Background: an optimization exercise with open tools, aiming at small area, a short achievable clock period and few clock cycles per item. Do not read the settings as production practice.
Only simulation tests tie the RTL to the original design; equivalence was not proved.

==> run Z: inputs <==
Design sha256_stream_hasher, start of the top module:
module sha256_stream_hasher (
  input  wire         clk,
  input  wire         rst_n,
  input  wire         in_tvalid,
  output logic        in_tready,
  input  wire  [7:0]  in_tdata,
  input  wire  [1:0]  in_tuser,
  output logic        out_tvalid,
  input  wire         out_tready,
  output logic [31:0] out_tdata,
  output logic [4:0]  out_tuser,
  output logic        out_tlast
);
==> flow/config.mk <==
export PLATFORM = sky130hd
export DESIGN_NAME = sha256_stream_hasher
export DESIGN_NICKNAME = sha256_stream_hasher
export VERILOG_FILES = /design/flow/design.v
export SDC_FILE = /design/flow/constraint.sdc
export NUM_CORES = 4
export LEC_CHECK = 0
export ABC_AREA = 1
export CAP_MARGIN = 20
export CORE_MARGIN = 2
export CORE_UTILIZATION = 40
export CTS_CLUSTER_DIAMETER = 60
export CTS_CLUSTER_SIZE = 24
export PLACE_DENSITY = 0.6
export SLEW_MARGIN = 20
==> flow/constraint.sdc <==
create_clock -name core_clock -period 11.0 [get_ports {clk}]
set_input_delay 2.2000 -clock core_clock [delete_from_list [all_inputs] [get_ports {clk}]]
set_output_delay 2.2000 -clock core_clock [all_outputs]
set_load 0.01 [all_outputs]
standard.sh (not shown) runs the stock make flow with config.mk's settings and CLKGATE_MAP_FILE= SYNTH_SCRIPT=/design/flow/synth_recipe.tcl, a recipe that flattens the netlist after the stock synthesis.
==> flow/flow/run.sh <==
#!/bin/bash
set -euo pipefail
bash standard.sh ADDER_MAP_FILE= "BUFFER_PORTS_ARGS=-buffer_cell sky130_fd_sc_hd__buf_2" \
  SETUP_SLACK_MARGIN=7.45 finish > standard_flow.log 2>&1
==> run A: changes against run Z <==
--- a/flow/design.v
+++ b/flow/design.v
@@ -266,21 +266,21 @@
       for (int i = 1; i < 4; i++) begin
         ha[i] <= ha[i-1];
         he[i] <= he[i-1];
       end
     end
   end
   logic [31:0] k_nxt;
-  logic [5:0]  kidx_a, kidx_b;
   always_comb begin
     if (start) begin
       k_nxt = sha256_pkg::K_ROUND_FLAT[32*62 +: 32];
+    end else if (run_r && rnd_r != 6'd63) begin
+      k_nxt = sha256_pkg::K_ROUND_FLAT[{~(rnd_r + 6'd2), 5'b00000} +: 32];
     end else begin
-      k_nxt = {sha256_pkg::K_ROUND_FLAT[{kidx_b, 5'b10000} +: 16],
-               sha256_pkg::K_ROUND_FLAT[{~kidx_a, 5'b00000} +: 16]};
+      k_nxt = sha256_pkg::K_ROUND_FLAT[32*63 +: 32];
     end
   end
   logic [31:0] a_new, e_new, s1, ch, s0, mj;
   assign s1 = bsig1(v_r[4]);
   assign ch = (v_r[4] & v_r[5]) ^ (~v_r[4] & v_r[6]);
   assign s0 = bsig0(v_r[0]);
   assign mj = (v_r[0] & v_r[1]) ^ (v_r[0] & v_r[2]) ^ (v_r[1] & v_r[2]);
@@ -405,18 +405,14 @@
         run_n = 1'b0;
       end else begin
         rnd_n = rnd_r + 6'd1;
       end
     end
   end
   always_ff @(posedge clk) begin
-    kidx_a <= (run_n && rnd_n != 6'd63) ? rnd_n + 6'd2 : 6'd0;
-    kidx_b <= ~((run_n && rnd_n != 6'd63) ? rnd_n + 6'd2 : 6'd0);
-  end
-  always_ff @(posedge clk) begin
     if (!rst_n) begin
       start   <= 1'b0;
       ring_en <= 1'b0;
     end else begin
       start   <= ib_full_n && !h_hold_n
                  && ((!run_n && !ff_n && ib_first_n) || (ff_n && !eng_last_n));
       ring_en <= (run_n && rnd_n[5:2] == 4'hf && rnd_n[1:0] != 2'd0) || ff_n;
==> flow/flow/run.sh (replaced) <==
#!/bin/bash
set -euo pipefail
bash standard.sh SETUP_SLACK_MARGIN=6.5 finish > standard_flow.log 2>&1
--- a/flow/config.mk
+++ b/flow/config.mk
@@ -5,11 +5,9 @@
 export SDC_FILE = /design/flow/constraint.sdc
 export NUM_CORES = 4
 export LEC_CHECK = 0
 export ABC_AREA = 1
 export CAP_MARGIN = 20
 export CORE_MARGIN = 2
 export CORE_UTILIZATION = 40
-export CTS_CLUSTER_DIAMETER = 60
-export CTS_CLUSTER_SIZE = 24
 export PLACE_DENSITY = 0.6
 export SLEW_MARGIN = 20
==> run E: changes against run Z <==
--- a/flow/design.v
+++ b/flow/design.v
@@ -266,21 +266,21 @@
       for (int i = 1; i < 4; i++) begin
         ha[i] <= ha[i-1];
         he[i] <= he[i-1];
       end
     end
   end
   logic [31:0] k_nxt;
-  logic [5:0]  kidx_a, kidx_b;
   always_comb begin
     if (start) begin
       k_nxt = sha256_pkg::K_ROUND_FLAT[32*62 +: 32];
+    end else if (run_r && rnd_r != 6'd63) begin
+      k_nxt = sha256_pkg::K_ROUND_FLAT[{~(rnd_r + 6'd2), 5'b00000} +: 32];
     end else begin
-      k_nxt = {sha256_pkg::K_ROUND_FLAT[{kidx_b, 5'b10000} +: 16],
-               sha256_pkg::K_ROUND_FLAT[{~kidx_a, 5'b00000} +: 16]};
+      k_nxt = sha256_pkg::K_ROUND_FLAT[32*63 +: 32];
     end
   end
   logic [31:0] a_new, e_new, s1, ch, s0, mj;
   assign s1 = bsig1(v_r[4]);
   assign ch = (v_r[4] & v_r[5]) ^ (~v_r[4] & v_r[6]);
   assign s0 = bsig0(v_r[0]);
   assign mj = (v_r[0] & v_r[1]) ^ (v_r[0] & v_r[2]) ^ (v_r[1] & v_r[2]);
@@ -295,15 +295,15 @@
   assign ec  = {((t1s[30:0] & t1c[30:0]) | (t1s[30:0] & v_r[3][30:0]) | (t1c[30:0] & v_r[3][30:0])), 1'b0};
   assign a_new = ys + yc;
   assign e_new = es + ec;
   logic [31:0] w_new;
   assign w_new = ssig1(w_r[14]) + w_r[9] + ssig0(w_r[1]) + w_r[0];
   logic [31:0] pa, pw;
   always_comb begin
-    if (!run_r) begin
+    if (start) begin
       pa = ib_first ? sha256_pkg::H_INIT_FLAT[31:0] : he[2];
       pw = ib_r[511:480];
     end else begin
       pa = v_r[6];
       pw = w_r[1];
     end
   end
@@ -405,18 +405,14 @@
         run_n = 1'b0;
       end else begin
         rnd_n = rnd_r + 6'd1;
       end
     end
   end
   always_ff @(posedge clk) begin
-    kidx_a <= (run_n && rnd_n != 6'd63) ? rnd_n + 6'd2 : 6'd0;
-    kidx_b <= ~((run_n && rnd_n != 6'd63) ? rnd_n + 6'd2 : 6'd0);
-  end
-  always_ff @(posedge clk) begin
     if (!rst_n) begin
       start   <= 1'b0;
       ring_en <= 1'b0;
     end else begin
       start   <= ib_full_n && !h_hold_n
                  && ((!run_n && !ff_n && ib_first_n) || (ff_n && !eng_last_n));
       ring_en <= (run_n && rnd_n[5:2] == 4'hf && rnd_n[1:0] != 2'd0) || ff_n;
==> flow/run.sh (new file) <==
#!/bin/bash
# synth_recipe.tcl (not shown) runs the flow's synth.tcl, then flattens the netlist and writes it again
# the make line also repeats each setting of config.mk as NAME=value (left out here)
make -C /OpenROAD-flow-scripts/flow DESIGN_CONFIG=/design/flow/config.mk WORK_HOME=/design/flow/orfs CLKGATE_MAP_FILE= SYNTH_SCRIPT=/design/flow/synth_recipe.tcl finish
--- a/flow/config.mk
+++ b/flow/config.mk
@@ -5,11 +5,9 @@
 export SDC_FILE = /design/flow/constraint.sdc
 export NUM_CORES = 4
 export LEC_CHECK = 0
 export ABC_AREA = 1
 export CAP_MARGIN = 20
 export CORE_MARGIN = 2
 export CORE_UTILIZATION = 40
-export CTS_CLUSTER_DIAMETER = 60
-export CTS_CLUSTER_SIZE = 24
 export PLACE_DENSITY = 0.6
 export SLEW_MARGIN = 20
removed: flow/flow/run.sh
removed: flow/standard.sh
==> notes <==
- Of run E and run Z, run Z has the higher worst hold slack (gap 11 ps).
- Against run A, the cell area of run Z is larger by 4.0%.
- The highest maximum frequency belongs to run Z, the lowest to run E.
- Via count, lowest first: run E, run A, run Z.
- Sequential share of layout area, highest first: run E, run A, run Z.
- The lowest worst setup slack belongs to run E, the highest to run Z.
- Register-to-register slack, highest first: run Z, run A, run E.
- Against run E, the critical path depth of run Z is lower by 14.
- The lowest clock-buffer cell count belongs to run Z, the highest to run A.
==> figures <==
| quantity | run A | run E | run Z |
|---|---|---|---|
| RSZ-0062 raised after global routing | yes | no | yes |
| Routed length on met3 | 21600 um | 21800 um | 22500 um |
| Number of signal-net inverters in the final layout | 1270 | 1279 | 1222 |
| Fin Hold WS | 405 ps | 402 ps | 413 ps |
| Shortest period the worst path allows | 4490 ps | 5510 ps | 3560 ps |
| Met1 Wirelength | 126000 um | 123000 um | 130000 um |
| Vias per cell | 5.26 | 5.21 | 5.34 |
| Fraction of final layout cells with drive strength greater than 1 | 5.08% | 4.82% | 11.8% |
| Met1 usage in global routing | 38.6% | 37.3% | 37.4% |
| DR iter-0 viols | 7400 | 6719 | 7795 |
| Number of well taps | 2672 | 2672 | 2805 |
| Seq cells post-synth | 1683 | 1683 | 1695 |
| Number of antenna violations at the first check in global routing | 9 | 5 | 15 |
| Critical path start-end classification | flop to flop | flop to flop | flop to output port |
| Critical path buffer and inverter count | 5 | 3 | 1 |
| Outcome | complete, no violations | complete, no violations | complete, no violations |
| Sequential cell area | 42000 um2 | 42000 um2 | 42400 um2 |
| Final-layout non-clock buffer area share | 1.26% | 1.12% | 1.79% |
| Reg2Reg Depth | 17 | 15 | 6 |
Testbench counts of run Z, summed over its fixed seeds: cycles 73,764, bytes 62,512.
Testbench counts of run A, summed over its fixed seeds: cycles 73,764, bytes 62,512.
Testbench counts of run E, summed over its fixed seeds: cycles 73,764, bytes 62,512.


==> v4: inputs <==
sha256_stream_hasher, a different RTL version from the one above (not shown whole).
// sha256_stream_hasher
module sha256_stream_hasher (
  input  wire         clk,
  input  wire         rst_n,
  input  wire         in_tvalid,
  output logic        in_tready,
  input  wire  [7:0]  in_tdata,
  input  wire  [1:0]  in_tuser,
  output logic        out_tvalid,
  input  wire         out_tready,
  output logic [31:0] out_tdata,
  output logic [4:0]  out_tuser,
  output logic        out_tlast
);
  function automatic logic [31:0] bsig0(input logic [31:0] x);
    bsig0 = {x[1:0], x[31:2]} ^ {x[12:0], x[31:13]} ^ {x[21:0], x[31:22]};
  endfunction
  function automatic logic [31:0] bsig1(input logic [31:0] x);
    bsig1 = {x[5:0], x[31:6]} ^ {x[10:0], x[31:11]} ^ {x[24:0], x[31:25]};
  endfunction
  function automatic logic [31:0] ssig0(input logic [31:0] x);
    ssig0 = {x[6:0], x[31:7]} ^ {x[17:0], x[31:18]} ^ {3'b000, x[31:3]};
  endfunction
  function automatic logic [31:0] ssig1(input logic [31:0] x);
    ssig1 = {x[16:0], x[31:17]} ^ {x[18:0], x[31:19]} ^ {10'd0, x[31:10]};
  endfunction
  logic        s_valid;
  logic [1:0]  s_mode;
  logic [7:0]  s_data;
  logic [15:0] len_r;
  logic        done_r;
  logic        msg_first;
  logic [5:0]  fill_r;
  logic        pad_active;
  logic        pad_wrap;
  logic [511:0] ib_r;
  logic        ib_full;
  logic        ib_first;
  logic        ib_last;
  logic [31:0] w_r [0:15];
  logic [31:0] v_r [0:7];
  logic [31:0] p_r;
  logic        run_r;
  logic        ff_r;
  logic [5:0]  rnd_r;
  logic        eng_first;
  logic        eng_last;
  logic [1:0]  pend_r;
  logic        h_hold;
  logic [2:0]  idx_r;
  logic [7:0]  idx_oh;      
  logic        err_pend;
  logic [1:0]  err_stat;
  logic start;
  logic ring_en;
  logic ib_space;
  ...
==> flow/config.mk <==
export PLATFORM = sky130hd
export DESIGN_NAME = sha256_stream_hasher
export DESIGN_NICKNAME = sha256_stream_hasher
export VERILOG_FILES = /design/flow/design.v
export SDC_FILE = /design/flow/constraint.sdc
export NUM_CORES = 4
export LEC_CHECK = 0
export ABC_AREA = 1
export CAP_MARGIN = 20
export CORE_MARGIN = 2
export CORE_UTILIZATION = 40
export CTS_CLUSTER_DIAMETER = 60
export CTS_CLUSTER_SIZE = 24
export PLACE_DENSITY = 0.6
export SLEW_MARGIN = 20
==> flow/constraint.sdc <==
create_clock -name core_clock -period 11.0 [get_ports {clk}]
set_input_delay 2.2000 -clock core_clock [delete_from_list [all_inputs] [get_ports {clk}]]
set_output_delay 2.2000 -clock core_clock [all_outputs]
set_load 0.01 [all_outputs]
==> flow/flow/run.sh <==
#!/bin/bash
set -euo pipefail
bash standard.sh ADDER_MAP_FILE= "BUFFER_PORTS_ARGS=-buffer_cell sky130_fd_sc_hd__buf_2" \
  SETUP_SLACK_MARGIN=7.45 finish > standard_flow.log 2>&1
==> v12 (differences from v4) <==
--- a/flow/design.v
+++ b/flow/design.v
@@ -76,15 +76,14 @@
   logic        ff_r;
   logic [5:0]  rnd_r;
   logic        eng_first;
   logic        eng_last;
   logic [1:0]  pend_r;
   logic        h_hold;
   logic [2:0]  idx_r;
-  logic [7:0]  idx_oh;      
   logic        err_pend;
   logic [1:0]  err_stat;
   logic start;
   logic ring_en;
   logic ib_space;
   logic out_idle;
   logic at_limit;
@@ -149,57 +148,26 @@
       sh_byte = 8'h80;
     end else begin
       sh_byte = s_data;
     end
   end
   logic blk_done;
   assign blk_done = shift_en && (fill_r == 6'd63);
-  logic       q1_valid;
-  logic [1:0] q1_mode;
-  logic [7:0] q1_data;
-  logic       rdy_r;
-  logic       push;
-  logic       s_valid_n, q1_valid_n;
-  assign in_tready = rdy_r;
-  assign push      = in_tvalid && rdy_r;
-  always_comb begin
-    s_valid_n  = s_valid;
-    q1_valid_n = q1_valid;
-    if (s_take) begin
-      s_valid_n  = q1_valid || push;
-      q1_valid_n = q1_valid && push;
-    end else if (push) begin
-      s_valid_n  = 1'b1;
-      q1_valid_n = s_valid;
-    end
-  end
+  assign in_tready = !s_valid || s_take;
   always_ff @(posedge clk) begin
     if (!rst_n) begin
-      s_valid  <= 1'b0;
-      q1_valid <= 1'b0;
-      rdy_r    <= 1'b1;
-    end else begin
-      s_valid  <= s_valid_n;
-      q1_valid <= q1_valid_n;
-      rdy_r    <= !q1_valid_n;
+      s_valid <= 1'b0;
+    end else if (in_tready) begin
+      s_valid <= in_tvalid;
     end
   end
   always_ff @(posedge clk) begin
-    if (s_take || !s_valid) begin
-      if (q1_valid) begin
-        s_mode <= q1_mode;
-        s_data <= q1_data;
-      end else begin
-        s_mode <= in_tuser;
-        s_data <= in_tdata;
-      end
-    end
-    if (push) begin
-      q1_mode <= in_tuser;
-      q1_data <= in_tdata;
+    if (in_tready) begin
+      s_mode <= in_tuser;
+      s_data <= in_tdata;
     end
   end
   always_ff @(posedge clk) begin
     if (shift_en) begin
       ib_r <= {ib_r[503:0], sh_byte};
     end
   end
@@ -267,21 +235,21 @@
       for (int i = 1; i < 4; i++) begin
         ha[i] <= ha[i-1];
         he[i] <= he[i-1];
       end
     end
   end
   logic [31:0] k_nxt;
-  logic [5:0]  kidx_a, kidx_b;
   always_comb begin
     if (start) begin
       k_nxt = sha256_pkg::K_ROUND_FLAT[32*62 +: 32];
+    end else if (run_r && rnd_r != 6'd63) begin
+      k_nxt = sha256_pkg::K_ROUND_FLAT[{~(rnd_r + 6'd2), 5'b00000} +: 32];
     end else begin
-      k_nxt = {sha256_pkg::K_ROUND_FLAT[{kidx_b, 5'b10000} +: 16],
-               sha256_pkg::K_ROUND_FLAT[{~kidx_a, 5'b00000} +: 16]};
+      k_nxt = sha256_pkg::K_ROUND_FLAT[32*63 +: 32];
     end
   end
   logic [31:0] a_new, e_new, s1, ch, s0, mj;
   assign s1 = bsig1(v_r[4]);
   assign ch = (v_r[4] & v_r[5]) ^ (~v_r[4] & v_r[6]);
   assign s0 = bsig0(v_r[0]);
   assign mj = (v_r[0] & v_r[1]) ^ (v_r[0] & v_r[2]) ^ (v_r[1] & v_r[2]);
@@ -296,15 +264,15 @@
   assign ec  = {((t1s[30:0] & t1c[30:0]) | (t1s[30:0] & v_r[3][30:0]) | (t1c[30:0] & v_r[3][30:0])), 1'b0};
   assign a_new = ys + yc;
   assign e_new = es + ec;
   logic [31:0] w_new;
   assign w_new = ssig1(w_r[14]) + w_r[9] + ssig0(w_r[1]) + w_r[0];
   logic [31:0] pa, pw;
   always_comb begin
-    if (!run_r) begin
+    if (start) begin
       pa = ib_first ? sha256_pkg::H_INIT_FLAT[31:0] : he[2];
       pw = ib_r[511:480];
     end else begin
       pa = v_r[6];
       pw = w_r[1];
     end
   end
@@ -406,77 +374,44 @@
         run_n = 1'b0;
       end else begin
         rnd_n = rnd_r + 6'd1;
       end
     end
   end
   always_ff @(posedge clk) begin
-    kidx_a <= (run_n && rnd_n != 6'd63) ? rnd_n + 6'd2 : 6'd0;
-    kidx_b <= ~((run_n && rnd_n != 6'd63) ? rnd_n + 6'd2 : 6'd0);
-  end
-  always_ff @(posedge clk) begin
     if (!rst_n) begin
       start   <= 1'b0;
       ring_en <= 1'b0;
     end else begin
       start   <= ib_full_n && !h_hold_n
                  && ((!run_n && !ff_n && ib_first_n) || (ff_n && !eng_last_n));
       ring_en <= (run_n && rnd_n[5:2] == 4'hf && rnd_n[1:0] != 2'd0) || ff_n;
     end
   end
-  logic        o_valid;
-  logic [31:0] o_data;
-  logic [4:0]  o_user;
-  logic        o_last;
-  logic        out_free;
-  assign out_free   = !o_valid || out_tready;
-  assign take       = out_free && (err_pend || h_hold);
-  assign out_tvalid = o_valid;
-  assign out_tdata  = o_data;
-  assign out_tuser  = o_user;
-  assign out_tlast  = o_last;
-  always_ff @(posedge clk) begin
-    if (!rst_n) begin
-      o_valid <= 1'b0;
-    end else if (out_free) begin
-      o_valid <= err_pend || h_hold;
-    end
-  end
-  logic [31:0] dig_word;
-  always_comb begin
-    dig_word = 32'd0;
-    for (int i = 0; i < 4; i++) begin
-      dig_word = dig_word | ({32{idx_oh[i]}} & ha[i]) | ({32{idx_oh[i+4]}} & he[i]);
-    end
-  end
-  always_ff @(posedge clk) begin
-    if (take) begin
-      o_data <= err_pend ? 32'd0 : dig_word;
-      o_user <= err_pend ? {err_stat, 3'd0} : {sha256_pkg::STAT_DIGEST, idx_r};
-      o_last <= err_pend || (idx_r == 3'd7);
-    end
-  end
+  assign out_tvalid = err_pend || h_hold;
+  assign take       = out_tvalid && out_tready;
+  assign out_tdata  = err_pend ? 32'd0 : (idx_r[2] ? he[idx_r[1:0]] : ha[idx_r[1:0]]);
+  assign out_tuser  = err_pend ? {err_stat, 3'd0} : {sha256_pkg::STAT_DIGEST, idx_r};
+  assign out_tlast  = err_pend || (idx_r == 3'd7);
   always_ff @(posedge clk) begin
     if (!rst_n) begin
       pend_r   <= '0;
       h_hold   <= 1'b0;
       idx_r    <= '0;
-      idx_oh   <= 8'd1;
       err_pend <= 1'b0;
       err_stat <= sha256_pkg::STAT_AFTER_FINISH;
     end else begin
       if (do_err) begin
         err_pend <= 1'b1;
         err_stat <= done_r ? sha256_pkg::STAT_AFTER_FINISH : sha256_pkg::STAT_TOO_LONG;
       end else if (take && err_pend) begin
         err_pend <= 1'b0;
       end
       if (take && !err_pend) begin
-        idx_r  <= idx_r + 3'd1;
-        idx_oh <= {idx_oh[6:0], idx_oh[7]};
+        idx_r <= idx_r + 3'd1;
       end
       if (do_rep || (ff_r && eng_last)) begin
         h_hold <= 1'b1;
       end else if (take && !err_pend && idx_r == 3'd7) begin
         h_hold <= 1'b0;
       end
       pend_r <= pend_r + {1'b0, do_fin || do_rep}
==> flow/run.sh (new file) <==
#!/bin/bash
# synth_recipe.tcl (not shown) runs the flow's synth.tcl, then flattens the netlist and writes it again
# the make line also repeats each setting of config.mk as NAME=value (left out here)
make -C /OpenROAD-flow-scripts/flow DESIGN_CONFIG=/design/flow/config.mk WORK_HOME=/design/flow/orfs CLKGATE_MAP_FILE= SYNTH_SCRIPT=/design/flow/synth_recipe.tcl finish
--- a/flow/config.mk
+++ b/flow/config.mk
@@ -5,11 +5,9 @@
 export SDC_FILE = /design/flow/constraint.sdc
 export NUM_CORES = 4
 export LEC_CHECK = 0
 export ABC_AREA = 1
 export CAP_MARGIN = 20
 export CORE_MARGIN = 2
 export CORE_UTILIZATION = 40
-export CTS_CLUSTER_DIAMETER = 60
-export CTS_CLUSTER_SIZE = 24
 export PLACE_DENSITY = 0.6
 export SLEW_MARGIN = 20
removed: flow/flow/run.sh
removed: flow/standard.sh
==> impl_metrics.csv <==
group,metric,value,unit
die,die_w,449,um
global_route,met3_usage,4.50,%
drt,met2WireLength,125000,um
yosys,synth_edf_count,778,
global_route,grt_pass1_wl,418000,um
yosys,ys_ff_latch,1632,
critical_path,cp_max_fo,76,
timing,fin_crit_sh,56.1,%
critical_path,r2r_slack,5.13,ns
timing,finalWorstSetupSlack,4.82,ns
yosys,synth-compound-area-share,8.15,%
timing,grt_setup_unrepaired,"no",
critical_path,cp_cell_sequence,"buf_4, inv_2, buf_4, o21ai_0, a21oi_1, nor3_1, clkdlybuf4s50_1",
outcome,status,"no timing/DRC/antenna violations",
drt,wl_per_cell,24.6,um
That was v12.
==> impl_metrics.csv <==
group,metric,value,unit
outcome,status,"no timing/DRC/antenna violations",
yosys,ys_ff_latch,1703,
global_route,met3_usage,4.75,%
timing,fin_crit_sh,32.5,%
drt,wl_per_cell,24.1,um
critical_path,r2r_slack,7.45,ns
die,die_w,459,um
timing,grt_setup_unrepaired,"yes",
yosys,synth-compound-area-share,9.89,%
critical_path,cp_cell_sequence,"buf_2",
global_route,grt_pass1_wl,455000,um
critical_path,cp_max_fo,1,
drt,met2WireLength,149000,um
That was v4.
Testbench counts of v4, summed over its fixed seeds: cycles 73,764, bytes 62,512.
Testbench counts of v12, summed over its fixed seeds: cycles 73,756, bytes 62,512.

[re-timing with driven ports]
The flow's constraints put no driver on any port. The routed layouts listed below were extracted and timed again, unchanged, in two steps. Step 1 (the two cells are an assumption about what drives the block):
set clk [get_ports {clk}]
set_driving_cell -lib_cell sky130_fd_sc_hd__clkbuf_16 $clk
set_driving_cell -lib_cell sky130_fd_sc_hd__buf_2 [delete_from_list [all_inputs] $clk]
Step 2 moves the port delays by t, midway between the first and last clock arrival at a register: inputs arrive t later, outputs are due t later. That takes back most of the time a late clock gives input paths. Slacks: ideal / step 1 / step 2; pairs: ideal / step 1.
run	t (ns)	setup WS [ns]	worst hold slack (ns)	slew at the worst register clock pin (ns)	worst data-port slew with drivers (ns)
run Z	0.897	7.440 / 7.356 / 7.081	0.413 / 0.413 / 0.413	0.09 / 0.09	0.05
run A	0.913	6.505 / 6.505 / 6.300	0.405 / 0.405 / 0.405	0.08 / 0.08	0.04
run E	0.917	5.494 / 5.494 / 5.494	0.402 / 0.402 / 0.402	0.07 / 0.07	0.07
v4	0.918	7.430 / 7.339 / 6.780	0.390 / 0.390 / 0.390	0.09 / 0.09	0.03
v12	0.903	4.824 / 4.731 / 5.134	0.378 / 0.378 / 0.378	0.07 / 0.07	0.04
After both steps setup and hold are still met in every run listed. For v4, which loses most, drivers alone change the setup slack by -0.091 ns; drivers and shift together by -0.650 ns.
